Context: an optimization exercise on an open-source flow, tuned for small area, a short achievable clock period and few clock cycles per item. The choices shown serve that exercise and are no tape-out recipe.
RTL that was checked went through simulation tests only; none was proved equivalent to the original.
No functional check of the RTL was part of runs 6 and 7.
Power and IR drop assume default switching activity.

==> design.v <==
`default_nettype none
package cpu_pkg;
    localparam int data_width     = 16;
    localparam int addr_width     = 9;     
    localparam int reg_addr_width = 4;
    localparam int num_regs       = 16;
    localparam logic [3:0] reg_move = 4'b0010;
    localparam logic [2:0] op_load = 3'b000;
    localparam logic [2:0] op_jump = 3'b001;
    localparam logic [2:0] op_store = 3'b010;
    localparam logic [2:0] op_load_imm = 3'b011;
    localparam logic [2:0] op_branch = 3'b100;
    localparam logic [2:0] op_add_imm = 3'b101;
    localparam logic [2:0] op_sub_imm = 3'b110;
    localparam logic [2:0] op_reg = 3'b111;
    localparam logic [3:0] alu_add = 4'd0;
    localparam logic [3:0] alu_sub = 4'd1;
    localparam logic [3:0] alu_and = 4'd3;
    localparam logic [3:0] alu_or = 4'd4;
    localparam logic [3:0] alu_xor = 4'd5;
    localparam logic [3:0] alu_not = 4'd6;
    localparam logic [3:0] alu_neg = 4'd7;
    localparam logic [3:0] alu_cmp = 4'd8;
    localparam logic [1:0] cond_eq = 2'd0;
    localparam logic [1:0] cond_ne = 2'd1;
    localparam logic [1:0] cond_lt = 2'd2;
    localparam logic [1:0] cond_gt = 2'd3;
    localparam logic [1:0] bus_idle = 2'd0;
    localparam logic [1:0] bus_fetch = 2'd1;
    localparam logic [1:0] bus_data = 2'd2;
endpackage
`default_nettype wire
`default_nettype none
module ks_adder
#(
    parameter int W = 16
)
(
    input  logic [W-1:0] a,
    input  logic [W-1:0] b,
    input  logic         ci,
    output logic [W-1:0] sum,
    output logic         co
);
    localparam int N = W + 1;     
    localparam int L = (N <= 2) ? 1 : (N <= 4) ? 2 : (N <= 8) ? 3 : (N <= 16) ? 4 : (N <= 32) ? 5 : 6;
    logic [N-1:0] g [L+1];
    logic [N-1:0] p [L+1];
    assign g[0] = {a & b, ci};
    assign p[0] = {a ^ b, 1'b0};
    for (genvar l = 0; l < L; l++)
    begin : g_lvl
        for (genvar i = 0; i < N; i++)
        begin : g_bit
            if (i >= (1 << l))
            begin : g_op
                assign g[l+1][i] = g[l][i] | (p[l][i] & g[l][i-(1<<l)]);
                assign p[l+1][i] = p[l][i] & p[l][i-(1<<l)];
            end
            else
            begin : g_pass
                assign g[l+1][i] = g[l][i];
                assign p[l+1][i] = p[l][i];
            end
        end
    end
    assign sum = p[0][N-1:1] ^ g[L][N-2:0];
    assign co  = g[L][N-1];
endmodule
`default_nettype wire
`default_nettype none
import cpu_pkg::*;
module cpu_top
(
    input  logic                  clk,
    input  logic                  rst,
    input  logic [data_width-1:0] mem_data_out,
    input  logic                  mem_cplt,
    output logic [addr_width-1:0] mem_addr,
    output logic [data_width-1:0] mem_data_in,
    output logic                  mem_r_en,
    output logic                  mem_w_en
);
    logic [8:0]  ba;         
    logic        bre;        
    logic        bwe;        
    logic        bdat;       
    logic        stp;        
    logic        wct;        
    logic [15:0] ir;
    logic [8:0]  pcn;        
    logic [8:0]  tgt;        
    logic [1:0]  es;         
    logic [15:0] a;
    logic [15:0] b;
    logic        wb_en;
    logic [3:0]  wb_rd;
    logic        f_eq;       
    logic        f_c;        
    logic        f_v;        
    logic        f_lt;
    logic        f_gt;
    logic        init;       
    logic        writes;     
    logic        d_cmp;      
    logic [15:0] regs [num_regs];
    logic [2:0]  wop;
    logic        w_ld;
    logic        w_st;
    logic        w_ct;
    logic        fdone;
    logic        ddone;
    assign wop   = mem_data_out[15:13];
    assign w_ld  = (wop == op_load);
    assign w_st  = (wop == op_store);
    assign w_ct  = (wop == op_jump) || (wop == op_branch);
    assign fdone = mem_cplt && !bdat;
    assign ddone = mem_cplt && bdat;
    assign mem_addr    = ba;
    assign mem_r_en    = bre;
    assign mem_w_en    = bwe;
    assign mem_data_in = a;
    logic       w_cond;
    logic       w_take;
    logic       w_hold;
    logic       i_cond;
    logic       i_ct;
    logic       i_ld;
    logic       flag_pend;
    logic [8:0] w_target;
    logic [8:0] pc_next;
    function automatic logic cond_of(input logic [1:0] c, input logic eq, input logic lt,
                                     input logic gt);
        case (c)
            cond_eq: cond_of = eq;
            cond_ne: cond_of = !eq;
            cond_lt: cond_of = lt;
            default: cond_of = gt;
        endcase
    endfunction
    assign flag_pend = (es == 2'd3) && d_cmp;     
    assign f_lt      = f_v && !f_c;
    assign f_gt      = f_c && !f_eq;
    assign w_cond    = cond_of(mem_data_out[12:11], f_eq, f_lt, f_gt);
    assign w_take    = (wop == op_jump) || ((wop == op_branch) && w_cond && !flag_pend);
    assign w_hold    = (wop == op_branch) && flag_pend;
    ks_adder #(.W(9)) u_wadd
    (
        .a   (ba),
        .b   (mem_data_out[8:0]),
        .ci  (1'b0),
        .sum (w_target),
        .co  ()
    );
    assign i_cond  = cond_of(ir[12:11], f_eq, f_lt, f_gt);
    assign i_ct    = (ir[15:13] == op_jump) || ((ir[15:13] == op_branch) && i_cond);
    assign i_ld    = (ir[15:13] == op_load);
    assign pc_next = i_ct ? tgt : pcn;
    always_ff @(posedge clk or posedge rst)
    begin
        if (rst)
        begin
            ba   <= '0;
            bre  <= 1'b1;
            bwe  <= 1'b0;
            bdat <= 1'b0;
            stp  <= 1'b0;
            wct  <= 1'b0;
        end
        else if (fdone && stp)
        begin
            ba   <= ir[12:4];
            bre  <= 1'b0;
            bwe  <= 1'b1;
            bdat <= 1'b1;
            stp  <= 1'b0;
        end
        else if (fdone)
        begin
            if (w_ld)
            begin
                ba   <= mem_data_out[12:4];
                bdat <= 1'b1;
            end
            else if (w_take)
                ba <= w_target;
            else if (w_hold)
            begin
                bre <= 1'b0;
                wct <= 1'b1;
            end
            else
                ba <= ba + 1'b1;
            if (w_st)
                stp <= 1'b1;
        end
        else if (ddone)
        begin
            bre <= 1'b1;
            bwe <= 1'b0;
            if (bwe && i_ld)
                ba <= ir[12:4];
            else
            begin
                ba   <= pc_next;
                bdat <= 1'b0;
            end
            if (bwe && (ir[15:13] == op_store))
                stp <= 1'b1;
        end
        else if (wct)
        begin
            wct <= 1'b0;
            bre <= 1'b1;
            ba  <= pc_next;
        end
    end
    always_ff @(posedge clk)
    begin
        if (fdone)
        begin
            ir  <= mem_data_out;
            pcn <= ba + 1'b1;
            tgt <= w_target;
        end
    end
    logic [15:0] rsel;
    logic [15:0] rval;
    always_ff @(posedge clk)
    begin
        if (fdone)
            rsel <= 16'd1 << mem_data_out[3:0];
        else if (ddone && bwe)
            rsel <= 16'd1 << ir[3:0];
        else if (es == 2'd1)
            rsel <= 16'd1 << ir[7:4];
    end
    always_comb
    begin
        rval = '0;
        for (int i = 0; i < num_regs; i++)
            rval = rval | ({16{rsel[i]}} & regs[i]);
    end
    logic fwd1;
    always_ff @(posedge clk)
    begin
        if (fdone)
            fwd1 <= (es == 2'd3) && writes && (ir[3:0] == mem_data_out[3:0]);
        else if (ddone && bwe)
            fwd1 <= 1'b0;
    end
    logic [2:0]  op;
    logic [3:0]  fn;
    logic        is_reg;
    logic        k_add, k_sub, k_and, k_or, k_xor, k_not, k_neg, k_cmp, k_mov;
    logic        k_ldb, k_addi, k_subi;
    assign op     = ir[15:13];
    assign fn     = ir[11:8];
    assign is_reg = (op == op_reg) && !ir[12];
    assign k_add  = is_reg && (fn == alu_add);
    assign k_sub  = is_reg && (fn == alu_sub);
    assign k_and  = is_reg && (fn == alu_and);
    assign k_or   = is_reg && (fn == alu_or);
    assign k_xor  = is_reg && (fn == alu_xor);
    assign k_not  = is_reg && (fn == alu_not);
    assign k_neg  = is_reg && (fn == alu_neg);
    assign k_cmp  = is_reg && (fn == alu_cmp);
    assign k_mov  = (op == op_reg) && ir[12] && (fn == reg_move);
    assign k_ldb  = (op == op_load_imm);
    assign k_addi = (op == op_add_imm);
    assign k_subi = (op == op_sub_imm);
    logic d_keep_hi;     
    logic d_keep_lo;     
    logic d_neg_a;       
    logic d_b_reg;       
    logic d_b_inv;       
    logic d_cin;         
    logic d_r_sum;       
    logic d_r_and;
    logic d_r_or;
    logic d_r_xor;
    always_ff @(posedge clk)
    begin
        d_keep_hi <= !(k_mov || (k_ldb && ir[12]));
        d_keep_lo <= !(k_mov || (k_ldb && !ir[12]));
        d_neg_a   <= k_neg;
        d_b_reg   <= k_add || k_sub || k_and || k_or || k_xor || k_cmp || k_mov;
        d_b_inv   <= k_sub || k_cmp;
        d_cin     <= k_sub || k_cmp || k_subi || k_neg;
        d_r_sum   <= k_add || k_sub || k_addi || k_subi || k_neg || k_mov;
        d_r_and   <= k_and;
        d_r_or    <= k_or || k_ldb;
        d_r_xor   <= k_xor || k_not;
        d_cmp     <= k_cmp;
    end
    logic [15:0] konst;
    always_comb
    begin
        case (ir[15:13])
            op_load_imm: konst = ir[12] ? {ir[11:4], 8'h00} : {8'h00, ir[11:4]};
            op_add_imm:  konst = {7'b0, ir[12:4]};
            op_sub_imm:  konst = ~{7'b0, ir[12:4]};
            default:     konst = k_not ? 16'hffff : 16'h0;
        endcase
    end
    always_ff @(posedge clk)
    begin
        if (es == 2'd1)
            b <= konst;
        else if (es == 2'd2 && d_b_reg)
            b <= rval ^ {16{d_b_inv}};
    end
    logic [16:0] sum;
    logic [15:0] alu;
    ks_adder #(.W(16)) u_add
    (
        .a   (a),
        .b   (b),
        .ci  (d_cin),
        .sum (sum[15:0]),
        .co  (sum[16])
    );
    assign alu    = ({16{d_r_sum}} & sum[15:0]) | ({16{d_r_and}} & (a & b)) |
                    ({16{d_r_or}} & (a | b)) | ({16{d_r_xor}} & (a ^ b));
    assign writes = d_r_sum || d_r_and || d_r_or || d_r_xor;
    always_ff @(posedge clk or posedge rst)
    begin
        if (rst)
        begin
            es    <= 2'd0;
            wb_en <= 1'b0;
            a     <= '0;
            f_eq  <= 1'b0;
            f_c   <= 1'b0;
            f_v   <= 1'b0;
            init  <= 1'b1;
        end
        else
        begin
            init  <= 1'b0;
            wb_en <= 1'b0;
            if ((fdone && !stp) || (ddone && bwe))
                es <= 2'd1;
            else if (es != 2'd0)
                es <= es + 2'd1;
            if (ddone && !bwe)
            begin
                a     <= mem_data_out;
                wb_en <= 1'b1;
            end
            else if (es == 2'd3 && writes)
            begin
                a     <= alu;
                wb_en <= 1'b1;
            end
            else if (es == 2'd1 && !fwd1)
                a <= rval;
            else if (es == 2'd2)
                a <= (a & {{8{d_keep_hi}}, {8{d_keep_lo}}}) ^ {16{d_neg_a}};
            if (es == 2'd3 && d_cmp)
            begin
                f_eq <= &(a ^ b);     
                f_c  <= sum[16];
                f_v  <= 1'b1;
            end
        end
    end
    always_ff @(posedge clk)
    begin
        wb_rd <= ir[3:0];
    end
    always_ff @(posedge clk)
    begin
        for (int i = 0; i < num_regs; i++)
            if (init || (wb_en && wb_rd == 4'(i)))
                regs[i] <= a;
    end
endmodule
`default_nettype wire
==> flow/run.sh <==
#!/bin/bash
# Standard layout, with plain buffers (not delay cells) on the ports.
export BUFFER_PORTS_ARGS="-buffer_cell sky130_fd_sc_hd__buf_2"
bash standard.sh > standard.log 2>&1
==> standard.sh <==
#!/bin/bash
# synth_recipe.tcl (not shown) runs the flow's synth.tcl, then flattens the netlist and writes it again
# the make line also repeats each setting of config.mk as NAME=value (left out here)
make -C /OpenROAD-flow-scripts/flow DESIGN_CONFIG=/design/flow/config.mk WORK_HOME=/design/flow/orfs CLKGATE_MAP_FILE= SYNTH_SCRIPT=/design/flow/synth_recipe.tcl "${@:-finish}"
==> config.mk <==
export PLATFORM = sky130hd
export DESIGN_NAME = cpu_top
export DESIGN_NICKNAME = cpu_top
export VERILOG_FILES = /design/flow/design.v
export SDC_FILE = /design/flow/constraint.sdc
export NUM_CORES = 4
export LEC_CHECK = 0
export CAP_MARGIN = 20
export CORE_MARGIN = 2
export CORE_UTILIZATION = 40
export PLACE_DENSITY = 0.6
export SETUP_SLACK_MARGIN = 2.6
export SLEW_MARGIN = 20
==> constraint.sdc <==
create_clock -name core_clock -period 5.0 [get_ports {clk}]
set_input_delay 1.0000 -clock core_clock [delete_from_list [all_inputs] [get_ports {clk}]]
set_output_delay 1.0000 -clock core_clock [all_outputs]
set_load 0.01 [all_outputs]
==> summary.txt, run 1 <==
Power
  – Max IR drop VDD: 354.4 µV
  – Cell Pwr Density: 701.8 nW/µm²
  – P_leak: 0.007514 µW

Layout
  – Filler cells: 3798
  – # diodes: 0
  – Layout cell share with drive strength beyond 1: 0.2119
  – Layout area overhead: 19.20%
  – Number of flip-flops in the largest register: about 260
  – Most frequent cells in the layout: 323 x edfxtp_1, 93 x nand2_1, 88 x buf_4
  – Commonest non-fill, non-tap cell in the layout: edfxtp_1
  – Largest Register: regs
  – Layout Nets: 1548

Synth
  – Post-Syn Area: between 15000 and 20000 µm²
  – Synthesized Nets: 1440
  – Synth cell types: 72
  – Number of synthesized flops with an enable pin: roughly 320
  – Syn. warnings: 8
  – Ys flop type: edfxtp_1
  – Synth area leader: edfxtp_1
  – Yosys reg bits: 375
  – Top post-synthesis cells by area: edfxtp_1 56%, dfrtp_1 5.1%, ha_1 3.3%
  – Synth Area per Inst: 12.57 µm²
  – Post-synth ARST share: 0.09867
  – Cell count after synthesis: 1374
  – Sequential-to-total area share from yosys stat: 0.6329
  – Top cell type's share of synthesized area: 0.5617

Critical path
  – FF-to-FF path depth: 8
  – Critical-path cell list: fa_2 > a211o_1 > a211o_1 > o211ai_1 > a211oi_2 > o31ai_2 > mux2i_1 > nand2_1
  – CP most frequent cell: a211o_1
  – Critical path buffer and inverter count: 0
  – Crit-path max FO: 3
  – CP top delay family: compound AO/OA/AOI/OAI gates
  – Startpoint types: register
  – Worst path depth: 8
  – Slowest-stage cell, CP: edfxtp_1
  – CP Capture Type: register
  – CP required: between 5 and 6 ns
  – WS Path Type: register to register
  – Crit path DAT: between 3 and 4 ns
  – Worst stage delay on the critical path: 0.47 ns

Global route
  – GRT Residual Overflow: 0
  – First-pass GRT wire length: 78.69 mm
  – Antenna violations before repair: 0
  – Largest net degree at the start of global routing: 38
  – Vias in the first global route: between 10000 and 15000
  – All-Layer GR Usage: 0.2401

Clock tree
  – CTS tree: done
  – Clock buffer depth: 3
  – H-tree Lvls: 2
  – Clk latency of the worst-skew pair: around 0.57 ns
  – Root Buffer: clkbuf_16
  – Hold buffers post-CTS: 0
  – Num CTS Buffers: 41
  – Clk sinks: 375
  – Clk pin slew, worst setup/hold paths: 0.06 ns

Timing
  – Final Cycle Share: 0.5100
  – RSZ-0062 raised after global routing: yes
  – Skew final: between 0.01 and 0.015 ns
  – Final worst setup slack: 2.450 ns
  – Tightest Pin Transition: around 1.1 ns
  – Fin. max-slew vios: 0
  – Setup TNS: 0 ns
  – Fin. Hold Viols: 0
  – Max Freq: between 300 and 400 MHz
  – Final setup vio count: 0
  – Final worst path period need: 2.550 ns
  – Rel. slew slack: 0.2395

Route
  – Initial DRC Count: 1293
  – First-pass DRT Iterations: 5
  – Final wirelength: approximately 54 mm
  – Post-route DRC: 0
  – Vias: 12443
  – WL per Instance: 25.49 µm
  – Antenna-violating nets left: 0
  – Vias/cell: 5.925

Placed design
  – DP Worst Slack: 1.642 ns
  – Routability-driven placement congestion ratio: 0.8507
  – DPL Wire Length: 31.40 mm
  – Port Buffers: 45

Floorplanning
  – Die Wd: around 210 µm
  – Core area: 42890 µm²
  – Initial Utilization: 0.4026
  – Row count: 76
  – Die area: 44840 µm²
  – Die Ht: 211.8 µm
  – I/O pin cnt: 46

Job
  – Max-cap violations: 0

Min path
  – Min-Delay Path Depth: 0
  – Hold WC Path Type: register to register

Outcome
  – Status: timing/DRC/antenna clean
-- worst reg2reg max path: cells and delay by family, from the launching register on --
kind,cells,cell delay (ns)
AOI/OAI and AO/OA,5,1.23
muxes,1,0.22
adders and majority gates,1,0.46
DFF,1,0.47
and+or+nand+nor,1,0.06
-- power by group --
| group | leakage (µW) | internal [µW] | switching [µW] |
|---|---|---|---|
| clock | 0.000686 | 1880 | 1290 |
| sequential | 0.00363 | 4830 | 660 |
| combinational | 0.00319 | 2300 | 3490 |
-- cells in the mapped netlist, types with 14 or more instances --
| cell | number |
|---|---|
| a22o_1 | 42 |
| a221oi_1 | 49 |
| o21ai_0 | 63 |
| xor2_1 | 16 |
| nor2_1 | 93 |
| inv_1 | 57 |
| ha_1 | 45 |
| dfrtp_1 | 35 |
| nand2b_1 | 14 |
| nand3_1 | 41 |
| dfxtp_1 | 15 |
| nor3_1 | 17 |
| clkbuf_1 | 63 |
| a21oi_1 | 81 |
| o22ai_1 | 19 |
| xnor2_1 | 45 |
| a22oi_1 | 58 |
| edfxtp_1 | 323 |
| nand2_1 | 93 |
-- stage by stage --
step	util	power (µW)	hold slack, ns	cell area, µm²	instances
6_report	0.4799	14440	0.4307	20580	2100
3_3_place_gp	0.4253	10270	0.4161	18240	1954
3_5_place_dp	0.4253	10400	0.4088	18240	1954
5_1_grt	0.4799	15160	0.4391	20580	2100
4_1_cts	0.4720	14080	0.4238	20240	2080
2_1_floorplan	-	8638	0.3818	17360	1374
-- routing by layer --
layer | vias up | share of wire | routed length (µm) | global-route usage
met1 | 6266 | 0.41 | 22040 | 0.3313
met3 | 95 | 0.085 | 4572 | 0.03531
met2 | 601 | 0.48 | 25440 | 0.3912
met4 | 0 | 0.028 | 1479 | 0.07771
met5 | - | 0 | 0 | 0
li1 | 5481 | - | - | -
-- cells by family (layout without fill, tap and decap cells) --
| family | Yosys count | in the layout | share of synthesized area |
|---|---|---|---|
| AOI/OAI and AO/OA | 414 | 414 | 0.1683 |
| other | 1 | 1 | 0.0002172 |
| xor gates and xnor gates | 61 | 61 | 0.03094 |
| muxes | 18 | 18 | 0.01087 |
| DFF | 375 | 375 | 0.6329 |
| adders and majority gates | 47 | 47 | 0.03493 |
| buffers and inverters | 141 | 282 | 0.03500 |
| and+or+nand+nor | 317 | 317 | 0.08681 |
-- final cells by class --
| type | instances | area [µm²] | area share |
|---|---|---|---|
| timing repair inverter | 1 | 7.507 | 0.0003647 |
| tap | 585 | 732.0 | 0.03556 |
| timing repair buffer | 147 | 1095 | 0.05319 |
| clock inverter | 26 | 296.5 | 0.01441 |
| multi-input combinational | 858 | 6120 | 0.2973 |
| sequential | 375 | 10980 | 0.5334 |
| inverter | 58 | 221.5 | 0.01076 |
| clock buffer | 50 | 1131 | 0.05495 |
-- repair_timing --
item                                    CTS  global route
pin swaps                                 4            13
resized for setup                        52            42
setup buffers                            49            19
endpoints found under the setup margin   68            57
hold endpoints to repair                  0             0
gates cloned                              1             0
-- path summary, 6_finish.rpt --
kind | start | to | slack, ns
worst max-delay path | b[0] | a[15] | 2.45
worst min-delay path | ir[0] | wb_rd[0] | 0.43
worst max register to register | b[0] | a[15] | 2.45
worst min register to register | ir[0] | wb_rd[0] | 0.43
max in group asynchronous | rst | a[14] | 3.65
min in group asynchronous | rst | ba[0] | 0.64
Testbench counts, summed over its fixed seeds: cycles 104,806, instrs 21,628.
==> run 2: changes to the inputs <==
--- a/config.mk
+++ b/config.mk
@@ -9,5 +9,5 @@
 export CORE_MARGIN = 2
 export CORE_UTILIZATION = 40
 export PLACE_DENSITY = 0.6
-export SETUP_SLACK_MARGIN = 2.6
+export SETUP_SLACK_MARGIN = 2.45
 export SLEW_MARGIN = 20
==> summary.txt, run 2 <==
Route
  – Post-route DRC: 0
  – Antenna-violating nets left: 0
  – Vias/cell: 5.916
  – WL per Instance: 25.49 µm
  – Final wirelength: 52.88 mm
  – Initial DRC Count: 1323
  – Vias: 12270
  – First-pass DRT Iterations: 5

Clock tree
  – Clock buffer depth: 3
  – Clk sinks: 375
  – Clk pin slew, worst setup/hold paths: 0.06 ns
  – CTS tree: done
  – H-tree Lvls: 2
  – Clk latency of the worst-skew pair: about 0.57 ns
  – Root Buffer: clkbuf_16
  – Num CTS Buffers: 40

Power
  – P_leak: around 0.0073 µW
  – Cell Pwr Density: 688.9 nW/µm²
  – Sw power: 5198 µW
  – Logic pwr share: 0.379
  – Clock power share: 0.221
  – Max IR drop VDD: 341.4 µV
  – Switching part of the total: 0.3757
  – Int Pwr: ~8600 µW
  – Flop pwr share: 0.400

Synth
  – Ys flop type: edfxtp_1
  – Sequential-to-total area share from yosys stat: 0.6329
  – Post-Syn Area: 17270 µm²
  – Synth cell types: 72
  – Most common cell in the netlist: edfxtp_1
  – Number of synthesized flops with an enable pin: 323
  – Syn. warnings: 8
  – Cell count after synthesis: 1374
  – Top cell type's share of synthesized area: 0.5617
  – Top post-synthesis cells by area: edfxtp_1 56%, dfrtp_1 5.1%, ha_1 3.3%
  – Yosys reg bits: 375
  – Post-synth ARST share: 0.09867
  – Synth area leader: edfxtp_1
  – Synth Area per Inst: 12.57 µm²
  – Synth top cells by count: 323 x edfxtp_1, 93 x nand2_1, 93 x nor2_1
  – Synthesized Nets: roughly 1400

Global route
  – GRT Residual Overflow: 0
  – Vias in the first global route: 11836
  – Antenna violations before repair: 0
  – First-pass GRT wire length: 77.17 mm
  – Largest net degree at the start of global routing: 38
  – All-Layer GR Usage: 0.2357

Timing
  – Max Freq: 400.2 MHz
  – Fin. Hold Viols: 0
  – Final worst path period need: 2.499 ns
  – Final setup vio count: 0
  – Rel. slew slack: 0.2068
  – Skew final: 0.02346 ns
  – Setup TNS: 0 ns
  – Tightest Pin Transition: approximately 1.2 ns
  – Fin. max-slew vios: 0
  – RSZ-0062 raised after global routing: yes
  – Final Cycle Share: 0.4998

Critical path
  – Critical path buffer and inverter count: 2
  – Startpoint types: register
  – WS Path Type: register to register
  – Worst stage delay on the critical path: 0.49 ns
  – CP Capture Type: register
  – Reg-to-reg startpoint: a[0]
  – Crit path from: a[0]
  – CP top delay family: compound AO/OA/AOI/OAI gates
  – Slowest-stage cell, CP: dfrtp_4
  – Critical-path cell list: buf_4 > inv_1 > ha_1 > a21o_1 > a21oi_1 > o211ai_1 > o31ai_1 > xnor2_1 > a21oi_1 > o21ai_0
  – Crit-path max FO: 4
  – CP most frequent cell: a21oi_1
  – CP required: around 5.5 ns
  – Crit path DAT: 2.97 ns

Floorplanning
  – Die Ht: around 210 µm
  – Core area: 42890 µm²
  – Row count: 76
  – Initial Utilization: 0.4026
  – Die area: between 40000 and 50000 µm²
  – Die Wd: 211.8 µm
  – I/O pin cnt: 46

Layout
  – Register Area: 10970 µm²
  – Commonest non-fill, non-tap cell in the layout: edfxtp_1
  – Multi-input gate area: between 5000 and 6000 µm²
  – Layout Nets: 1523
  – Most frequent cells in the layout: 323 x edfxtp_1, 92 x nor2_1, 91 x nand2_1
  – Number of flip-flops in the largest register: 256
  – Post-Layout Inst Area: approximately 20000 µm²
  – Largest Register: regs
  – Layout area overhead: 16.32%
  – Filler cells: 3857
  – # diodes: 0
  – Final std cells w/o fill: 2074
  – Layout cell share with drive strength beyond 1: 0.1753

Placed design
  – Routability-driven placement congestion ratio: just under 1
  – Placed Instance Area: around 18000 µm²
  – DPL Wire Length: ~32 mm
  – Port Buffers: 45
  – Placed cells: 1956

Min path
  – Min-delay src: ir[0]
  – Hold WC Path Type: register to register

Outcome
  – Status: timing/DRC/antenna clean

Job
  – Max-cap violations: 0
==> run 2: cell counts after synthesis <==
Identical to the previous run, type by type.
==> run 2: cell type report <==
type,instances,share of cell area
Clock buffer,43,0.05196
Clock inverter,31,0.01576
Inverter,58,0.01103
Multi-Input combinational cell,858,0.2948
Sequential cell,375,0.5461
Tap cell,585,0.03644
Timing Repair Buffer,124,0.04392
==> run 2: logic make-up (layout without fill, tap and decap cells) <==
group,Yosys count,in the layout,share of synthesized area
other,1,1,0.0002172
AO/OA/AOI/OAI,414,414,0.1683
XOR/XNOR,61,61,0.03094
flip-flops,375,375,0.6329
multiplexers,18,18,0.01087
adder cells (fa/ha/maj),47,47,0.03493
buffers and inverters,141,256,0.03500
AND/OR/NAND/NOR,317,317,0.08681
==> run 2: through the flow <==
step           total power (µW)    util  hold slack [ns]  setup WS (ns)
2_1_floorplan              8606       -           0.3818          2.439
3_3_place_gp              10260  0.4243           0.4222          2.032
3_5_place_dp              10340  0.4248           0.4161          1.987
4_1_cts                   13560  0.4607           0.4320          2.344
5_1_grt                   14540  0.4683           0.4475          2.401
6_report                  13840  0.4683           0.4287          2.501
==> run 2: final timing paths <==
kind	end	slack [ns]	cells after the start
worst max-delay path	a[6]	2.50	10
worst min-delay path	wb_rd[0]	0.43	0
worst max register to register	a[6]	2.50	10
worst min register to register	wb_rd[0]	0.43	0
max in group asynchronous	a[4]	3.60	2
min in group asynchronous	ba[2]	0.67	2
==> run 2: worst reg2reg max path: cells and delay by family (launching register included) <==
| family | cells | cell delay [ns] |
|---|---|---|
| XOR/XNOR | 1 | 0.16 |
| buffers and inverters | 2 | 0.26 |
| AO/OA/AOI/OAI | 6 | 1.25 |
| adder cells (fa/ha/maj) | 1 | 0.25 |
| flip-flops | 1 | 0.49 |
==> run 2: power by group through the flow <==
stage / Clock [µW] / Sequential (µW) / Combinational, µW
6_report: 3050 / 5530 / 5250
3_3_place_gp: 0 / 5820 / 4440
3_5_place_dp: 0 / 5860 / 4480
4_1_cts: 3090 / 5660 / 4810
5_1_grt: 3210 / 5640 / 5690
2_1_floorplan: 0 / 5360 / 3250
==> run 2: metal layers <==
layer	share of wire	wire, µm	GRT usage
met4	0.038	1986	0.07698
met5	0	0	0
met3	0.076	4039	0.04139
met2	0.48	25150	0.3912
met1	0.41	21700	0.3142
==> run 2: what timing repair did <==
item,in CTS,in global routing
pin swaps,1,5
resized for setup,21,28
buffers inserted,16,27
hold buffers,0,0
endpoints found under the setup margin,30,33
cloned,0,1
==> run 3: changes to the inputs <==
--- a/config.mk
+++ b/config.mk
@@ -8,6 +8,8 @@
 export CAP_MARGIN = 20
 export CORE_MARGIN = 2
 export CORE_UTILIZATION = 40
+export CTS_CLUSTER_DIAMETER = 100
+export CTS_CLUSTER_SIZE = 25
 export PLACE_DENSITY = 0.6
 export SETUP_SLACK_MARGIN = 2.45
 export SLEW_MARGIN = 20
==> summary.txt, run 3 <==
Timing
  – Tightest Pin Transition: 1.201 ns
  – Max Freq: 403.0 MHz
  – Skew final: 0.01881 ns
  – Fin. Hold Viols: 0
  – Final setup vio count: 0
  – Fin. max-slew vios: 0
  – Setup TNS: 0 ns
  – Final Cycle Share: 0.4963
  – Final worst path period need: 2.481 ns
  – RSZ-0062 raised after global routing: yes
  – Rel. slew slack: 0.1983

Global route
  – First-pass GRT wire length: approximately 76 mm
  – GRT Residual Overflow: 0
  – Largest net degree at the start of global routing: 38
  – Vias in the first global route: 11534
  – Antenna violations before repair: 0
  – All-Layer GR Usage: 0.2294

Critical path
  – Crit path DAT: 2.92 ns
  – FF-to-FF path depth: 8
  – CP top delay family: compound AO/OA/AOI/OAI gates
  – CP required: approximately 5.4 ns
  – Critical path buffer and inverter count: 0
  – Worst reg2reg endpoint: a[15]
  – Slowest-stage cell, CP: dfrtp_4
  – WS Path Type: register to register
  – R2R setup slack: 2.52 ns
  – Worst stage delay on the critical path: 0.52 ns
  – CP Capture Type: register
  – Reg-to-reg startpoint: a[0]
  – Startpoint types: register
  – CP most frequent cell: a211o_1
  – Crit-path max FO: 4
  – Critical-path cell list: fa_2 > a211o_1 > a211o_1 > o211ai_1 > a211oi_2 > o31ai_2 > mux2i_1 > nand2_1

Route
  – Initial DRC Count: 1343
  – Final wirelength: 51.52 mm
  – Vias: ~12000
  – WL per Instance: ~25 µm
  – First-pass DRT Iterations: 7
  – Vias/cell: 5.960
  – Post-route DRC: 0
  – Antenna-violating nets left: 0

Clock tree
  – Num CTS Buffers: 19
  – Clk pin slew, worst setup/hold paths: between 0.1 and 0.15 ns
  – Clk sinks: 375
  – CTS tree: done
  – Clock buffer depth: 3
  – Root Buffer: clkbuf_16
  – Clk latency of the worst-skew pair: 0.54 ns
  – H-tree Lvls: 1

Power
  – Logic pwr share: 0.420
  – Cell Pwr Density: between 600 and 700 nW/µm²
  – Flop pwr share: 0.442
  – P_leak: 0.006899 µW
  – Sw power: between 4000 and 5000 µW
  – Max IR drop VDD: approximately 340 µV
  – Clock power share: 0.139
  – Int Pwr: 7570 µW
  – Switching part of the total: 0.3933

Synth
  – Synth area leader: edfxtp_1
  – Top post-synthesis cells by area: edfxtp_1 56%, dfrtp_1 5.1%, ha_1 3.3%
  – Most common cell in the netlist: edfxtp_1
  – Number of synthesized flops with an enable pin: around 320
  – Synth top cells by count: 323 x edfxtp_1, 93 x nand2_1, 93 x nor2_1
  – Ys flop type: edfxtp_1
  – Yosys reg bits: 375
  – Top cell type's share of synthesized area: 0.5617
  – Post-synth ARST share: 0.09867
  – Cell count after synthesis: 1374
  – Synth cell types: between 70 and 80
  – Sequential-to-total area share from yosys stat: 0.6329
  – Synth Area per Inst: roughly 13 µm²
  – Syn. warnings: 8
  – Synthesized Nets: 1440
  – Post-Syn Area: 17270 µm²

Outcome
  – Status: timing/DRC/antenna clean

Floorplanning
  – Die Wd: 211.8 µm
  – Core area: 42890 µm²
  – Row count: 76
  – Die area: 44840 µm²
  – Initial Utilization: 0.4026
  – I/O pin cnt: 46
  – Die Ht: around 210 µm

Min path
  – WHS Endpoint: wb_rd[0]
  – Min-Delay Path Depth: 0
  – Hold WC Path Type: register to register
  – Min-delay src: ir[0]

Placed design
  – DPL Wire Length: ~32 mm
  – Port Buffers: 45
  – Placed cells: a little under 2000
  – Routability-driven placement congestion ratio: 0.9616

Layout
  – Most frequent cells in the layout: 323 x edfxtp_1, 91 x nor2_1, 91 x nand2_1
  – Largest Register: regs
  – Layout area overhead: 11.40%
  – Number of flip-flops in the largest register: 256
  – Commonest non-fill, non-tap cell in the layout: edfxtp_1
  – Final std cells w/o fill: 2025
  – Layout cell share with drive strength beyond 1: 0.1472
  – # diodes: 0
  – Layout Nets: about 1500

Job
  – Max-cap violations: 0
run 3: routing by layer:
metal | vias to the layer above | wire length (µm) | track usage
met3 | 92 | 3567 | 0.02730
met2 | 541 | 24960 | 0.3892
met5 | - | 0 | 0
met1 | 6091 | 21460 | 0.3113
met4 | 0 | 1536 | 0.06459
li1 | 5345 | - | -
run 3: area by class of cell:
class | instances | area, µm²
flip-flops and latches | 375 | 10970
well taps | 585 | 732.0
repair buffers | 115 | 822.0
clock inverters | 4 | 38.79
fillers | 3927 | 23650
inverters | 58 | 221.5
multi-input cells | 858 | 5933
clock buffers | 30 | 516.7
run 3: worst max-delay path by stage:
stage	from	to	slack (ns)	cells past startpoint
final	a[0]	a[15]	2.52	8
after global routing	a[5]	f_c	2.43	9
after CTS	a[5]	f_c	2.37	9
after detailed placement	mem_cplt	a[15]	1.99	9
after global placement	mem_cplt	a[15]	2.03	9
after floorplan	mem_cplt	ba[8]	2.44	9
run 3: power by group through the flow:
| stage | clock network (µW) | logic [µW] | registers, µW |
|---|---|---|---|
| after global placement | 0 | 4440 | 5820 |
| after floorplan | 0 | 3250 | 5360 |
| final | 1730 | 5240 | 5510 |
| after global routing | 1850 | 5680 | 5620 |
| after CTS | 1750 | 4720 | 5680 |
| after detailed placement | 0 | 4480 | 5860 |
run 3: kinds of logic after synthesis:
kind of cell | count (synthesis) | share of synthesized area
other cells | 1 | 0.0002172
compound gates | 414 | 0.1683
simple gates | 317 | 0.08681
mux | 18 | 0.01087
xor+xnor | 61 | 0.03094
buf+inv | 141 | 0.03500
fa+ha+maj | 47 | 0.03493
flops | 375 | 0.6329
run 3: stage by stage:
| step | utilization | area, µm² | setup slack [ns] | hold WS, ns | total power, µW |
|---|---|---|---|---|---|
| 2_1_floorplan | - | 17310 | 2.439 | 0.3818 | 8606 |
| 3_3_place_gp | 0.4243 | 18200 | 2.032 | 0.4222 | 10260 |
| 3_5_place_dp | 0.4248 | 18220 | 1.987 | 0.4161 | 10340 |
| 4_1_cts | 0.4411 | 18920 | 2.367 | 0.4415 | 12160 |
| 5_1_grt | 0.4485 | 19230 | 2.429 | 0.4597 | 13150 |
| 6_report | 0.4485 | 19230 | 2.519 | 0.4381 | 12480 |
run 3: repair_timing:
action,in CTS,in global routing
hold buffers,0,0
endpoints found under the setup margin,33,31
gates resized for setup,21,31
pin swaps,0,6
buffers inserted,13,22
run 3: worst register-to-register path, delay by kind of cell (launching register included):
family	cells	cell delay, ns
compound gates	5	1.15
fa+ha+maj	1	0.42
flops	1	0.52
mux	1	0.23
simple gates	1	0.06
==> run 4: changes to the inputs <==
--- a/design.v
+++ b/design.v
@@ -232,7 +232,7 @@
             rsel <= 16'd1 << mem_data_out[3:0];
         else if (ddone && bwe)
             rsel <= 16'd1 << ir[3:0];
-        else if (es == 2'd1)
+        else
             rsel <= 16'd1 << ir[7:4];
     end
     always_comb
@@ -305,10 +305,7 @@
     end
     always_ff @(posedge clk)
     begin
-        if (es == 2'd1)
-            b <= konst;
-        else if (es == 2'd2 && d_b_reg)
-            b <= rval ^ {16{d_b_inv}};
+        b <= d_b_reg ? (rval ^ {16{d_b_inv}}) : konst;
     end
     logic [16:0] sum;
     logic [15:0] alu;
==> summary.txt, run 4 <==
Synth
  – Ys flop type: edfxtp_1
  – Post-Syn Area: 16860 µm²
  – Sequential-to-total area share from yosys stat: 0.6293
  – Synth top cells by count: 291 x edfxtp_1, 86 x a21oi_1, 86 x nand2_1
  – Number of synthesized flops with an enable pin: 291
  – Synth Area per Inst: 12.38 µm²
  – Synth cell types: 71
  – Synthesized Nets: 1428
  – Cell count after synthesis: ~1400
  – Most common cell in the netlist: edfxtp_1
  – Syn. warnings: 8
  – Top cell type's share of synthesized area: 0.5184
  – Synth area leader: edfxtp_1
  – Yosys reg bits: about 380
  – Top post-synthesis cells by area: edfxtp_1 52%, dfxtp_1 5.6%, dfrtp_1 5.2%
  – Post-synth ARST share: 0.09867

Critical path
  – Crit path from: a[0]
  – CP required: 5.45 ns
  – Reg-to-reg startpoint: a[0]
  – R2R setup slack: ~2.4 ns
  – FF-to-FF path depth: 9
  – Worst reg2reg endpoint: a[14]
  – CP Capture Type: register
  – Startpoint types: register
  – Crit path DAT: 3.02 ns
  – Crit path to: a[14]
  – Crit-path max FO: 7
  – WS Path Type: register to register

Timing
  – Setup TNS: 0 ns
  – Fin. Hold Viols: 0
  – Tightest Pin Transition: approximately 1.1 ns
  – Fin. max-slew vios: 0
  – Final worst path period need: 2.571 ns
  – Final setup vio count: 0
  – Skew final: 0.02413 ns
  – RSZ-0062 raised after global routing: yes
  – Max Freq: 389.0 MHz
  – Rel. slew slack: 0.2514
  – Final Cycle Share: 0.5141

Clock tree
  – Clk pin slew, worst setup/hold paths: 0.11 ns
  – Clk latency of the worst-skew pair: between 0.5 and 0.6 ns
  – H-tree Lvls: 1
  – Num CTS Buffers: 19
  – Root Buffer: clkbuf_16
  – Clock buffer depth: 3
  – Clk sinks: 375
  – Hold buffers post-CTS: 0
  – CTS tree: done

Layout
  – Most frequent cells in the layout: 291 x edfxtp_1, 85 x nand2_1, 83 x a21oi_1
  – Commonest non-fill, non-tap cell in the layout: edfxtp_1
  – Largest Register: regs
  – Post-Layout Inst Area: 18570 µm²
  – Layout cell share with drive strength beyond 1: 0.1383
  – Layout Nets: 1456
  – Layout area overhead: 10.15%
  – Final std cells w/o fill: 1942
  – Number of flip-flops in the largest register: 256
  – # diodes: 0

Min path
  – Hold WC Path Type: register to register
  – Min-delay src: ir[0]

Route
  – Vias: 11785
  – Vias/cell: approximately 6.1
  – Post-route DRC: 0
  – WL per Instance: 26.10 µm
  – Final wirelength: 50.68 mm
  – Initial DRC Count: 1113
  – First-pass DRT Iterations: 5
  – Antenna-violating nets left: 0

Placed design
  – Port Buffers: 45
  – Placed Instance Area: between 15000 and 20000 µm²
  – Routability-driven placement congestion ratio: 0.9317
  – DPL Wire Length: 31.17 mm
  – Placed cells: 1886

Floorplanning
  – I/O pin cnt: 46
  – Initial Utilization: 0.4037
  – Die Wd: approximately 210 µm
  – Row count: 75
  – Die Ht: 209.3 µm
  – Core area: 41760 µm²
  – Die area: approximately 44000 µm²

Global route
  – Vias in the first global route: 11377
  – All-Layer GR Usage: 0.2257
  – GRT Residual Overflow: 0
  – Antenna violations before repair: 0
  – First-pass GRT wire length: 73.66 mm
  – Largest net degree at the start of global routing: 38

Power
  – Cell Pwr Density: around 580 nW/µm²
  – Max IR drop VDD: 357.9 µV
  – P_leak: 0.006761 µW

Outcome
  – Status: timing/DRC/antenna clean

Job
  – Max-cap violations: 0
## run 4: cell families after synthesis
logic type,Yosys count,synth area share
buf+inv,155,0.03674
other cells,1,0.0002225
mux,16,0.009574
fa+ha+maj,47,0.03578
flops,375,0.6293
simple gates,295,0.08439
xor+xnor,62,0.03221
compound gates,411,0.1718
## run 4: critical path: stages (launching register included)
cell and delay (ns):
dfrtp_4 0.55, inv_1 0.08, ha_1 0.27, a211oi_2 0.28
o21ai_1 0.13, a21oi_2 0.26, nor2_1 0.08, a211o_1 0.31
or3_1 0.36, a31oi_1 0.16
## run 4: worst min path at each step
stage                to  slack, ns  cells after the start
6_report       wb_rd[0]       0.43                      0
4_1_cts        wb_rd[1]       0.44                      0
3_3_place_gp   wb_rd[1]       0.41                      0
2_1_floorplan  wb_rd[1]       0.39                      0
3_5_place_dp   wb_rd[1]       0.41                      0
5_1_grt        wb_rd[2]       0.46                      0
## run 4: final cells by class
| class | instances | area [µm²] |
|---|---|---|
| Fill cell | 3867 | 23190 |
| Sequential cell | 375 | 10660 |
| Multi-Input combinational cell | 832 | 5801 |
| Tap cell | 539 | 674.4 |
| Timing Repair Buffer | 95 | 601.8 |
| Clock buffer | 30 | 516.7 |
| Inverter | 66 | 252.7 |
| Clock inverter | 4 | 61.31 |
| Timing Repair inverter | 1 | 5.005 |
## run 4: where the power goes
group / internal, µW / switching (µW) / leakage, µW
Sequential: 4570 / 729 / 0.00370
Combinational: 1350 / 2320 / 0.00279
Clock: 787 / 1010 / 0.000278
## run 4: repair_timing
item / 4_1_cts / 5_1_grt
resized for setup: 22 / 31
hold endpoints to repair: 0 / 0
setup endpoints to repair: 51 / 24
setup buffers: 5 / 16
pin swaps: 1 / 6
cloned: 1 / 0
## run 4: per-stage QoR
step / setup slack (ns) / hold slack, ns / power, µW / util
6_report: 2.429 / 0.4343 / 10760 / 0.4446
5_1_grt: 2.347 / 0.4608 / 11310 / 0.4446
4_1_cts: 2.281 / 0.4375 / 10590 / 0.4399
3_5_place_dp: 1.809 / 0.4114 / 8741 / 0.4241
3_3_place_gp: 1.854 / 0.4068 / 8667 / 0.4241
2_1_floorplan: 2.309 / 0.3904 / 7350 / -
## run 4: metal layers
metal / vias up / global-route usage / share of wire
li1: 5238 / - / -
met1: 5937 / 0.3128 / 0.42
met2: 514 / 0.3716 / 0.47
met3: 96 / 0.03112 / 0.080
met4: 0 / 0.06700 / 0.033
met5: - / 0 / 0
Testbench counts of run 4, summed over its fixed seeds: cycles 104,806, instrs 21,628.
==> run 5: changes to the inputs <==
--- a/config.mk
+++ b/config.mk
@@ -11,5 +11,5 @@
 export CTS_CLUSTER_DIAMETER = 100
 export CTS_CLUSTER_SIZE = 25
 export PLACE_DENSITY = 0.6
-export SETUP_SLACK_MARGIN = 2.45
+export SETUP_SLACK_MARGIN = 2.6
 export SLEW_MARGIN = 20
==> summary.txt, run 5 <==
Timing
  – Rel. slew slack: 0.3211
  – RSZ-0062 raised after global routing: yes
  – Final setup vio count: 0
  – Max Freq: slightly above 400 MHz
  – Fin. max-slew vios: 0
  – Final Cycle Share: 0.4958
  – Fin. Hold Viols: 0
  – Tightest Pin Transition: 1.017 ns
  – Skew final: 0.02929 ns
  – Setup TNS: 0 ns
  – Final worst path period need: 2.479 ns

Clock tree
  – Clock buffer depth: 3
  – CTS tree: done
  – Hold buffers post-CTS: 0
  – Num CTS Buffers: 19
  – Root Buffer: clkbuf_16
  – H-tree Lvls: 1
  – Clk sinks: 375
  – Clk pin slew, worst setup/hold paths: 0.10 ns
  – Clk latency of the worst-skew pair: 0.56 ns

Min path
  – Hold WC Path Type: register to register
  – Min-Delay Path Depth: 0

Floorplanning
  – I/O pin cnt: 46
  – Die Ht: 209.3 µm
  – Die Wd: 209.3 µm
  – Die area: between 40000 and 50000 µm²
  – Row count: 75
  – Initial Utilization: 0.4037
  – Core area: 41760 µm²

Synth
  – Post-Syn Area: 16860 µm²
  – Yosys reg bits: ~380
  – Synth Area per Inst: 12.38 µm²
  – Number of synthesized flops with an enable pin: 291
  – Top post-synthesis cells by area: edfxtp_1 52%, dfxtp_1 5.6%, dfrtp_1 5.2%
  – Post-synth ARST share: 0.09867
  – Synth Area in Simple Gates: 0.08439
  – Synth cell types: 71
  – Main combinational cell family by area after synthesis: compound AO/OA/AOI/OAI gates
  – Sequential-to-total area share from yosys stat: 0.6293
  – Xor and xnor fraction of the mapped netlist area: 0.03221
  – Synth top cells by count: 291 x edfxtp_1, 86 x a21oi_1, 86 x nand2_1
  – Cell count after synthesis: 1362
  – Syn. warnings: 8
  – Adder-Cell Fraction of Synth Area: 0.03578
  – Ys flop type: edfxtp_1
  – Most common cell in the netlist: edfxtp_1
  – Mux contribution to synthesized area: 0.009575
  – Compound-cell area share of the yosys netlist: 0.1718
  – Synth area leader: edfxtp_1
  – Top cell type's share of synthesized area: 0.5184
  – Synthesized Nets: 1428

Global route
  – GR peak layer: met2
  – Met3 GRT Util: 0.03023
  – Antenna violations before repair: 0
  – GR Util met1: 0.3289
  – Vias in the first global route: 11380
  – GR Util met2: 0.3709
  – First-pass GRT wire length: around 75 mm
  – Largest net degree at the start of global routing: 38
  – GRT Residual Overflow: 0
  – All-Layer GR Usage: 0.2313

Power
  – Logic pwr share: 0.360
  – Cell Pwr Density: between 500 and 600 nW/µm²
  – Int Pwr: 6780 µW
  – Switching part of the total: 0.3784
  – Max IR drop VDD: 263.8 µV
  – P_leak: 0.006845 µW
  – Flop pwr share: 0.479
  – Clock power share: 0.162
  – Sw power: slightly above 4000 µW

Critical path
  – WS Path Type: register to register
  – Worst stage delay on the critical path: 0.54 ns
  – CP Capture Type: register
  – CP required: 5.46 ns
  – Critical-path cell list: inv_1 > ha_2 > a211oi_4 > o21ai_2 > a21oi_2 > nor2_1 > a211o_1 > or3_1 > a31oi_1
  – Slowest-stage cell, CP: dfrtp_4
  – Crit path DAT: 2.94 ns
  – FF-to-FF path depth: 9
  – Crit-path max FO: 5
  – Startpoint types: register

Layout
  – Number of flip-flops in the largest register: 256
  – Largest Register: regs
  – # diodes: 0
  – Layout area overhead: 11.42%
  – Register Area: between 10000 and 15000 µm²
  – Final Util: 0.4498
  – Layout cell share with drive strength beyond 1: 0.1560
  – Most frequent cells in the layout: 291 x edfxtp_1, 84 x nand2_1, 83 x a21oi_1
  – Multi-input gate area: just under 6000 µm²
  – Layout Nets: 1470
  – Commonest non-fill, non-tap cell in the layout: edfxtp_1
  – Filler cells: around 3800

Route
  – Final wirelength: about 51 mm
  – Initial DRC Count: 1350
  – Antenna-violating nets left: 0
  – WL per Instance: between 20 and 30 µm
  – Post-route DRC: 0
  – Vias/cell: 6.086
  – First-pass DRT Iterations: 5
  – Vias: approximately 12000

Placed design
  – DPL Wire Length: between 30 and 40 mm
  – Routability-driven placement congestion ratio: 0.8790
  – Port Buffers: 45

Job
  – Max-cap violations: 0

Outcome
  – Status: timing/DRC/antenna clean
==> run 5: path summary, 6_finish.rpt <==
| check | endpoint | start | slack (ns) |
|---|---|---|---|
| worst max-delay path | a[14] | a[0] | 2.52 |
| worst min-delay path | wb_rd[0] | ir[0] | 0.44 |
| worst max register to register | a[14] | a[0] | 2.52 |
| worst min register to register | wb_rd[0] | ir[0] | 0.44 |
| max in group asynchronous | a[14] | rst | 3.84 |
| min in group asynchronous | bwe | rst | 0.56 |
==> run 5: kinds of logic (layout without fill, tap and decap cells) <==
group           Yosys count  in the layout
compound gates          411            411
xor+xnor                 62             62
fa+ha+maj                47             47
buf+inv                 155            210
flops                   375            375
mux                      16             16
other cells               1              1
simple gates            295            295
==> run 5: timing repair <==
| action | in CTS | in global routing |
|---|---|---|
| pin swaps | 3 | 12 |
| gates resized for setup | 42 | 44 |
| gates cloned | 1 | 0 |
| endpoints found under the setup margin | 54 | 77 |
| setup buffers | 15 | 19 |
==> run 5: power groups by stage <==
stage / sequential [µW] / clock (µW) / combinational [µW]
2_1_floorplan: 5090 / 0 / 2270
6_report: 5220 / 1760 / 3920
3_3_place_gp: 5360 / 0 / 3320
3_5_place_dp: 5420 / 0 / 3340
5_1_grt: 5320 / 1890 / 4230
4_1_cts: 5290 / 1780 / 3590
==> run 5: stage by stage <==
step | total power [µW] | setup WS [ns] | instance area [µm²] | hold slack [ns] | cells
after floorplan | 7356 | 2.310 | 16920 | 0.3904 | 1362
after global placement | 8676 | 1.837 | 17730 | 0.4236 | 1887
after detailed placement | 8759 | 1.752 | 17730 | 0.4166 | 1887
after CTS | 10660 | 2.398 | 18500 | 0.4479 | 1937
after global routing | 11440 | 2.465 | 18780 | 0.4814 | 1956
final | 10910 | 2.521 | 18780 | 0.4431 | 1956
==> run 5: layout make-up <==
class                      count  share of cell area
multi-input combinational    832              0.3126
timing repair inverter         1           0.0002665
tap                          539             0.03590
clock inverter                 3            0.001932
inverter                      66             0.01346
sequential                   375              0.5681
timing repair buffer         109             0.03997
clock buffer                  31             0.02771
==> run 5: critical path, delay by kind of cell (launching register included) <==
family                     cells  cell delay, ns
DFF                            1            0.54
adders and majority gates      1            0.30
and+or+nand+nor                2            0.45
buffers and inverters          1            0.08
AOI/OAI and AO/OA              5            1.01
==> run 5: metal layers <==
| layer | up-vias | share of wire |
|---|---|---|
| met5 | - | 0 |
| met4 | 0 | 0.030 |
| met3 | 84 | 0.078 |
| met2 | 512 | 0.46 |
| met1 | 6036 | 0.43 |
| li1 | 5272 | - |
==> run 6: changes to the inputs <==
--- a/design.v
+++ b/design.v
@@ -43,7 +43,7 @@
     output logic         co
 );
     localparam int N = W + 1;     
-    localparam int L = (N <= 2) ? 1 : (N <= 4) ? 2 : (N <= 8) ? 3 : (N <= 16) ? 4 : (N <= 32) ? 5 : 6;
+    localparam int L = $clog2(N);
     logic [N-1:0] g [L+1];
     logic [N-1:0] p [L+1];
     assign g[0] = {a & b, ci};
@@ -232,7 +232,7 @@
             rsel <= 16'd1 << mem_data_out[3:0];
         else if (ddone && bwe)
             rsel <= 16'd1 << ir[3:0];
-        else
+        else if (es == 2'd1)
             rsel <= 16'd1 << ir[7:4];
     end
     always_comb
@@ -305,7 +305,10 @@
     end
     always_ff @(posedge clk)
     begin
-        b <= d_b_reg ? (rval ^ {16{d_b_inv}}) : konst;
+        if (es == 2'd1)
+            b <= konst;
+        else if (es == 2'd2 && d_b_reg)
+            b <= rval ^ {16{d_b_inv}};
     end
     logic [16:0] sum;
     logic [15:0] alu;
--- a/config.mk
+++ b/config.mk
@@ -8,8 +8,6 @@
 export CAP_MARGIN = 20
 export CORE_MARGIN = 2
 export CORE_UTILIZATION = 40
-export CTS_CLUSTER_DIAMETER = 100
-export CTS_CLUSTER_SIZE = 25
 export PLACE_DENSITY = 0.6
 export SETUP_SLACK_MARGIN = 2.6
 export SLEW_MARGIN = 20
==> summary.txt, run 6 <==
Outcome
  – Status: timing/DRC/antenna clean

Synth
  – Synth Area in Simple Gates: 0.08681
  – Compound-cell area share of the yosys netlist: 0.1683
  – Cell count after synthesis: roughly 1400
  – Top cell type's share of synthesized area: 0.5617
  – Mux contribution to synthesized area: 0.01087
  – Sequential-to-total area share from yosys stat: 0.6329
  – Adder-Cell Fraction of Synth Area: 0.03493
  – Top post-synthesis cells by area: edfxtp_1 56%, dfrtp_1 5.1%, ha_1 3.3%
  – Ys flop type: edfxtp_1
  – Post-Syn Area: 17270 µm²
  – Main combinational cell family by area after synthesis: compound AO/OA/AOI/OAI gates
  – Synthesized Nets: 1440
  – Synth top cells by count: 323 x edfxtp_1, 93 x nand2_1, 93 x nor2_1
  – Most common cell in the netlist: edfxtp_1
  – Number of synthesized flops with an enable pin: 323
  – Synth area leader: edfxtp_1
  – Synth cell types: 72
  – Xor and xnor fraction of the mapped netlist area: 0.03094
  – Synth Area per Inst: between 10 and 15 µm²
  – Post-synth ARST share: 0.09867
  – Yosys reg bits: 375
  – Syn. warnings: 8

Power
  – Clock power share: 0.219
  – P_leak: 0.007514 µW
  – Switching part of the total: 0.3762
  – Max IR drop VDD: 354.4 µV
  – Int Pwr: between 9000 and 10000 µW
  – Flop pwr share: 0.380
  – Sw power: 5434 µW
  – Logic pwr share: 0.401
  – Cell Pwr Density: 701.8 nW/µm²

Layout
  – Layout Nets: 1548
  – Commonest non-fill, non-tap cell in the layout: edfxtp_1
  – Number of flip-flops in the largest register: 256
  – Most frequent cells in the layout: 323 x edfxtp_1, 93 x nand2_1, 88 x buf_4
  – # diodes: 0
  – Layout cell share with drive strength beyond 1: 0.2119
  – Largest Register: regs
  – Filler cells: 3798
  – Layout area overhead: 19.20%

Timing
  – Skew final: between 0.01 and 0.015 ns
  – Fin. max-slew vios: 0
  – Rel. slew slack: 0.2395
  – Tightest Pin Transition: 1.139 ns
  – Fin. Hold Viols: 0
  – Final worst path period need: 2.550 ns
  – Setup TNS: 0 ns
  – Max Freq: 392.2 MHz
  – RSZ-0062 raised after global routing: yes
  – Final hold slack: ~0.43 ns
  – Final setup vio count: 0
  – Final Cycle Share: 0.5100

Route
  – First-pass DRT Iterations: 5
  – Vias: 12443
  – WL per Instance: 25.49 µm
  – Vias/cell: 5.925
  – Post-route DRC: 0
  – Final wirelength: 53.53 mm
  – Antenna-violating nets left: 0
  – Initial DRC Count: approximately 1300

Critical path
  – FF-to-FF path depth: 8
  – WS Path Type: register to register
  – Worst reg2reg endpoint: a[15]
  – CP most frequent cell: a211o_1
  – Critical path buffer and inverter count: 0
  – Startpoint types: register
  – Critical-path cell list: fa_2 > a211o_1 > a211o_1 > o211ai_1 > a211oi_2 > o31ai_2 > mux2i_1 > nand2_1
  – R2R setup slack: ~2.4 ns
  – Reg-to-reg startpoint: b[0]
  – CP required: 5.46 ns
  – CP Capture Type: register
  – Crit path DAT: roughly 3.0 ns
  – Worst stage delay on the critical path: between 0.4 and 0.5 ns
  – CP top delay family: compound AO/OA/AOI/OAI gates
  – Crit-path max FO: 3
  – Slowest-stage cell, CP: edfxtp_1

Global route
  – GR Util met1: 0.3313
  – All-Layer GR Usage: 0.2401
  – Met3 GRT Util: 0.03531
  – GRT Residual Overflow: 0
  – Vias in the first global route: 11888
  – Largest net degree at the start of global routing: 38
  – GR peak layer: met2
  – Antenna violations before repair: 0
  – GR Util met2: 0.3912
  – First-pass GRT wire length: 78.69 mm

Placed design
  – Port Buffers: 45
  – Routability-driven placement congestion ratio: around 0.85
  – DPL Wire Length: 31.40 mm

Min path
  – WHS Endpoint: wb_rd[0]
  – Hold WC Path Type: register to register
  – Min-Delay Path Depth: 0
  – Min-delay src: ir[0]

Clock tree
  – CTS tree: done
  – Clk pin slew, worst setup/hold paths: roughly 0.06 ns
  – Root Buffer: clkbuf_16
  – Hold buffers post-CTS: 0
  – Clock buffer depth: 3
  – H-tree Lvls: 2
  – Clk sinks: 375
  – Clk latency of the worst-skew pair: 0.57 ns
  – Num CTS Buffers: a little over 40

Floorplanning
  – Row count: 76
  – Die Wd: 211.8 µm
  – Die Ht: 211.8 µm
  – Initial Utilization: 0.4026
  – Core area: approximately 43000 µm²
  – I/O pin cnt: 46
  – Die area: ~45000 µm²

Job
  – Max-cap violations: 0
-- run 6: final cells by class --
cell class	instances	area (µm²)	area share
inverters	58	221.5	0.01076
clock inverters	26	296.5	0.01441
well taps	585	732.0	0.03556
flip-flops and latches	375	10980	0.5334
clock buffers	50	1131	0.05495
multi-input cells	858	6120	0.2973
repair inverters	1	7.507	0.0003647
repair buffers	147	1095	0.05319
-- run 6: logic make-up after synthesis --
| logic type | Yosys count |
|---|---|
| AO/OA/AOI/OAI | 414 |
| XOR/XNOR | 61 |
| adder cells (fa/ha/maj) | 47 |
| buffers and inverters | 141 |
| flip-flops | 375 |
| multiplexers | 18 |
| other | 1 |
| AND/OR/NAND/NOR | 317 |
-- run 6: stage by stage --
step                instance area [µm²]  setup slack (ns)  std cells  utilization  power, µW
finish                            20580             2.450       2100       0.4799      14440
global route                      20580             2.349       2100       0.4799      15160
CTS                               20240             2.473       2080       0.4720      14080
detailed placement                18240             1.642       1954       0.4253      10400
global placement                  18240             1.674       1954       0.4253      10270
floorplan                         17360             2.439       1374            -       8638
-- run 6: how the worst max path moves through the flow --
stage	startpoint	endpoint	slack [ns]	depth (start not counted)
after detailed placement	mem_cplt	a[15]	1.64	8
after floorplan	mem_cplt	ba[8]	2.44	9
after global placement	mem_cplt	a[15]	1.67	8
after global routing	b[0]	a[15]	2.35	8
after CTS	d_r_sum	a[5]	2.47	7
final	b[0]	a[15]	2.45	8
-- run 6: routing by layer --
layer / up-vias / routed length, µm
met5: - / 0
met3: 95 / 4572
met4: 0 / 1479
met1: 6266 / 22040
met2: 601 / 25440
li1: 5481 / -
-- run 6: timing repair --
action,4_1_cts,5_1_grt
resized for setup,52,42
endpoints found under the setup margin,68,57
buffers inserted,49,19
cloned,1,0
pin swaps,4,13
-- run 6: power groups by stage --
stage / registers [µW] / clock network, µW / logic, µW
after floorplan: 5360 / 0 / 3280
after global placement: 5800 / 0 / 4470
after detailed placement: 5860 / 0 / 4540
after CTS: 5520 / 3220 / 5340
after global routing: 5590 / 3340 / 6230
final: 5490 / 3170 / 5790
==> run 7: changes to the inputs <==
--- a/config.mk
+++ b/config.mk
@@ -7,7 +7,7 @@
 export LEC_CHECK = 0
 export CAP_MARGIN = 20
 export CORE_MARGIN = 2
-export CORE_UTILIZATION = 40
-export PLACE_DENSITY = 0.6
+export CORE_UTILIZATION = 60
+export PLACE_DENSITY = 0.75
 export SETUP_SLACK_MARGIN = 2.6
 export SLEW_MARGIN = 20
==> summary.txt, run 7 <==
Outcome
  – Status: timing/DRC/antenna clean

Synth
  – Top cell type's share of synthesized area: 0.5617
  – Syn. warnings: 8
  – Adder-Cell Fraction of Synth Area: 0.03493
  – Synth Area per Inst: 12.57 µm²
  – Post-synth ARST share: 0.09867
  – Top post-synthesis cells by area: edfxtp_1 56%, dfrtp_1 5.1%, ha_1 3.3%
  – Compound-cell area share of the yosys netlist: 0.1683
  – Ys flop type: edfxtp_1
  – Most common cell in the netlist: edfxtp_1
  – Number of synthesized flops with an enable pin: 323
  – Synth Area in Simple Gates: 0.08681
  – Xor and xnor fraction of the mapped netlist area: 0.03094
  – Mux contribution to synthesized area: 0.01087
  – Synth area leader: edfxtp_1
  – Post-Syn Area: 17270 µm²
  – Cell count after synthesis: roughly 1400
  – Synth cell types: 72
  – Sequential-to-total area share from yosys stat: 0.6329
  – Synthesized Nets: 1440
  – Synth top cells by count: 323 x edfxtp_1, 93 x nand2_1, 93 x nor2_1
  – Main combinational cell family by area after synthesis: compound AO/OA/AOI/OAI gates
  – Yosys reg bits: about 380

Floorplanning
  – I/O pin cnt: 46
  – Row count: 62
  – Die Wd: 173.6 µm
  – Die Ht: approximately 170 µm
  – Core area: 28550 µm²
  – Initial Utilization: 0.6048
  – Die area: 30150 µm²

Critical path
  – CP required: 5.42 ns
  – Startpoint types: register
  – Critical path buffer and inverter count: 0
  – CP top delay family: compound AO/OA/AOI/OAI gates
  – Crit-path max FO: 6
  – CP most frequent cell: a211o_1
  – Worst stage delay on the critical path: roughly 0.5 ns
  – Worst reg2reg endpoint: a[15]
  – R2R setup slack: 2.46 ns
  – Crit path DAT: approximately 3.0 ns
  – Reg-to-reg startpoint: a[0]
  – CP Capture Type: register
  – FF-to-FF path depth: 8
  – WS Path Type: register to register
  – Critical-path cell list: fa_2 > a211o_1 > a211o_1 > o211ai_1 > a211oi_2 > o31ai_2 > mux2i_1 > nand2_1
  – Slowest-stage cell, CP: dfrtp_4

Timing
  – Final worst path period need: about 2.5 ns
  – Final Cycle Share: 0.5080
  – Fin. max-slew vios: 0
  – Final setup vio count: 0
  – Max Freq: about 390 MHz
  – Rel. slew slack: 0.3153
  – Skew final: between 0.015 and 0.02 ns
  – Fin. Hold Viols: 0
  – Setup TNS: 0 ns
  – RSZ-0062 raised after global routing: yes
  – Tightest Pin Transition: 1.026 ns

Min path
  – Min-Delay Path Depth: 0
  – Min-delay src: ir[3]
  – Hold WC Path Type: register to register
  – WHS Endpoint: wb_rd[3]

Global route
  – All-Layer GR Usage: 0.3384
  – Largest net degree at the start of global routing: 38
  – First-pass GRT wire length: between 70 and 80 mm
  – Vias in the first global route: roughly 12000
  – Antenna violations before repair: 2
  – GRT Residual Overflow: 0

Power
  – Max IR drop VDD: 472.8 µV
  – Cell Pwr Density: about 710 nW/µm²
  – P_leak: 0.007536 µW

Clock tree
  – Root Buffer: clkbuf_16
  – CTS tree: done
  – Clk latency of the worst-skew pair: 0.54 ns
  – Clock buffer depth: 3
  – Clk sinks: ~380
  – H-tree Lvls: 2
  – Num CTS Buffers: 39
  – Clk pin slew, worst setup/hold paths: 0.06 ns

Layout
  – # diodes: 0
  – Layout cell share with drive strength beyond 1: 0.2216
  – Largest Register: regs
  – Layout area overhead: 18.30%
  – Commonest non-fill, non-tap cell in the layout: edfxtp_1
  – Most frequent cells in the layout: 323 x edfxtp_1, 97 x buf_4, 90 x nand2_1
  – Number of flip-flops in the largest register: around 260
  – Layout Nets: 1562
  – Filler cells: between 1500 and 2000
  – Post-Layout Inst Area: 20430 µm²

Placed design
  – Port Buffers: between 40 and 50
  – Placed Instance Area: 17910 µm²
  – Routability-driven placement congestion ratio: 0.8996
  – DPL Wire Length: 29.68 mm

Route
  – Final wirelength: 51.93 mm
  – First-pass DRT Iterations: 8
  – Vias/cell: 6.782
  – WL per Instance: 27.20 µm
  – Post-route DRC: 0
  – Vias: approximately 13000
  – Initial DRC Count: 1955
  – Antenna-violating nets left: 0

Job
  – Max-cap violations: 0
-- run 7: area by class of cell --
type,instances,area [µm²],share of cell area
flip-flops and latches,375,10980,0.5376
multi-input cells,858,6203,0.3037
repair buffers,163,1310,0.06414
clock buffers,47,1037,0.05078
well taps,384,480.5,0.02352
inverters,58,226.5,0.01109
clock inverters,23,182.7,0.008943
repair inverters,1,5.005,0.0002450
-- run 7: cell families after synthesis --
kind of cell,Yosys count
AO/OA/AOI/OAI,414
flip-flops,375
AND/OR/NAND/NOR,317
buffers and inverters,141
XOR/XNOR,61
adder cells (fa/ha/maj),47
multiplexers,18
other,1
-- run 7: worst max-delay path by stage --
stage | slack (ns) | end | cells past startpoint | from
final | 2.46 | a[15] | 8 | a[0]
after global routing | 2.39 | a[15] | 8 | a[0]
after CTS | 2.45 | a[15] | 8 | d_r_sum
after detailed placement | 1.65 | a[15] | 8 | mem_cplt
after global placement | 1.76 | a[15] | 8 | mem_cplt
after floorplan | 2.44 | ba[8] | 9 | mem_cplt
-- run 7: repair_timing --
item	CTS	global route
gates cloned	1	0
hold buffers	0	0
pin swaps	13	28
setup endpoints to repair	51	72
buffers inserted	76	21
gates resized for setup	58	55
-- run 7: power breakdown --
part | internal (µW) | switching (µW) | total, µW
Sequential | 4830 | 753 | 5590
Clock | 1590 | 1220 | 2810
Combinational | 2550 | 3500 | 6050
-- run 7: layer usage --
metal | vias to the layer above | part of all wire | track usage
li1 | 5504 | - | -
met1 | 6320 | 0.37 | 0.4568
met2 | 927 | 0.47 | 0.5492
met3 | 192 | 0.12 | 0.06645
met4 | 4 | 0.046 | 0.1299
met5 | - | 0.00052 | 0
-- run 7: per-stage QoR --
stage,instances,power (µW),setup slack [ns],hold slack [ns],util
floorplan,1374,8638,2.439,0.3818,-
global placement,1740,10060,1.759,0.4093,0.6268
detailed placement,1741,10220,1.652,0.4191,0.6274
CTS,1888,13870,2.452,0.4171,0.7032
global route,1909,15040,2.388,0.4393,0.7155
finish,1909,14450,2.460,0.4112,0.7155

==> afterwards: timing with drivers on the ports <==
In the flow no input, the clock included, has a driving cell. The finished layouts below were timed again as built, in two steps. Step 1 sets driving cells, clkbuf_16 on the clock port and buf_2 on the other inputs (assumed; they add their load-dependent delay and slew). Step 2 moves the port delays by t, midway between the first and last clock arrival at a register: inputs arrive t later, outputs are due t later. That takes back most of the time a late clock gives input paths. a / b / c = ideal ports / drivers / drivers and shift; a / b = the first two.
run | shift t [ns] | setup WS [ns] | clock arrival spread, ns
run 1 | 0.619 | 2.450 / 2.450 / 2.105 | 0.014 / 0.014
run 2 | 0.607 | 2.501 / 2.501 / 2.048 | 0.025 / 0.026
run 3 | 0.581 | 2.519 / 2.519 / 2.050 | 0.019 / 0.018
run 4 | 0.578 | 2.429 / 2.429 / 2.064 | 0.025 / 0.024
run 5 | 0.597 | 2.521 / 2.521 / 2.127 | 0.030 / 0.029
run 6 | 0.619 | 2.450 / 2.450 / 2.105 | 0.014 / 0.014
run 7 | 0.580 | 2.460 / 2.460 / 2.103 | 0.019 / 0.020
After both steps every run listed still meets setup and hold. The setup slack of run 3, which loses most, moves by 0.000 ns with the drivers and by -0.469 ns with both steps.
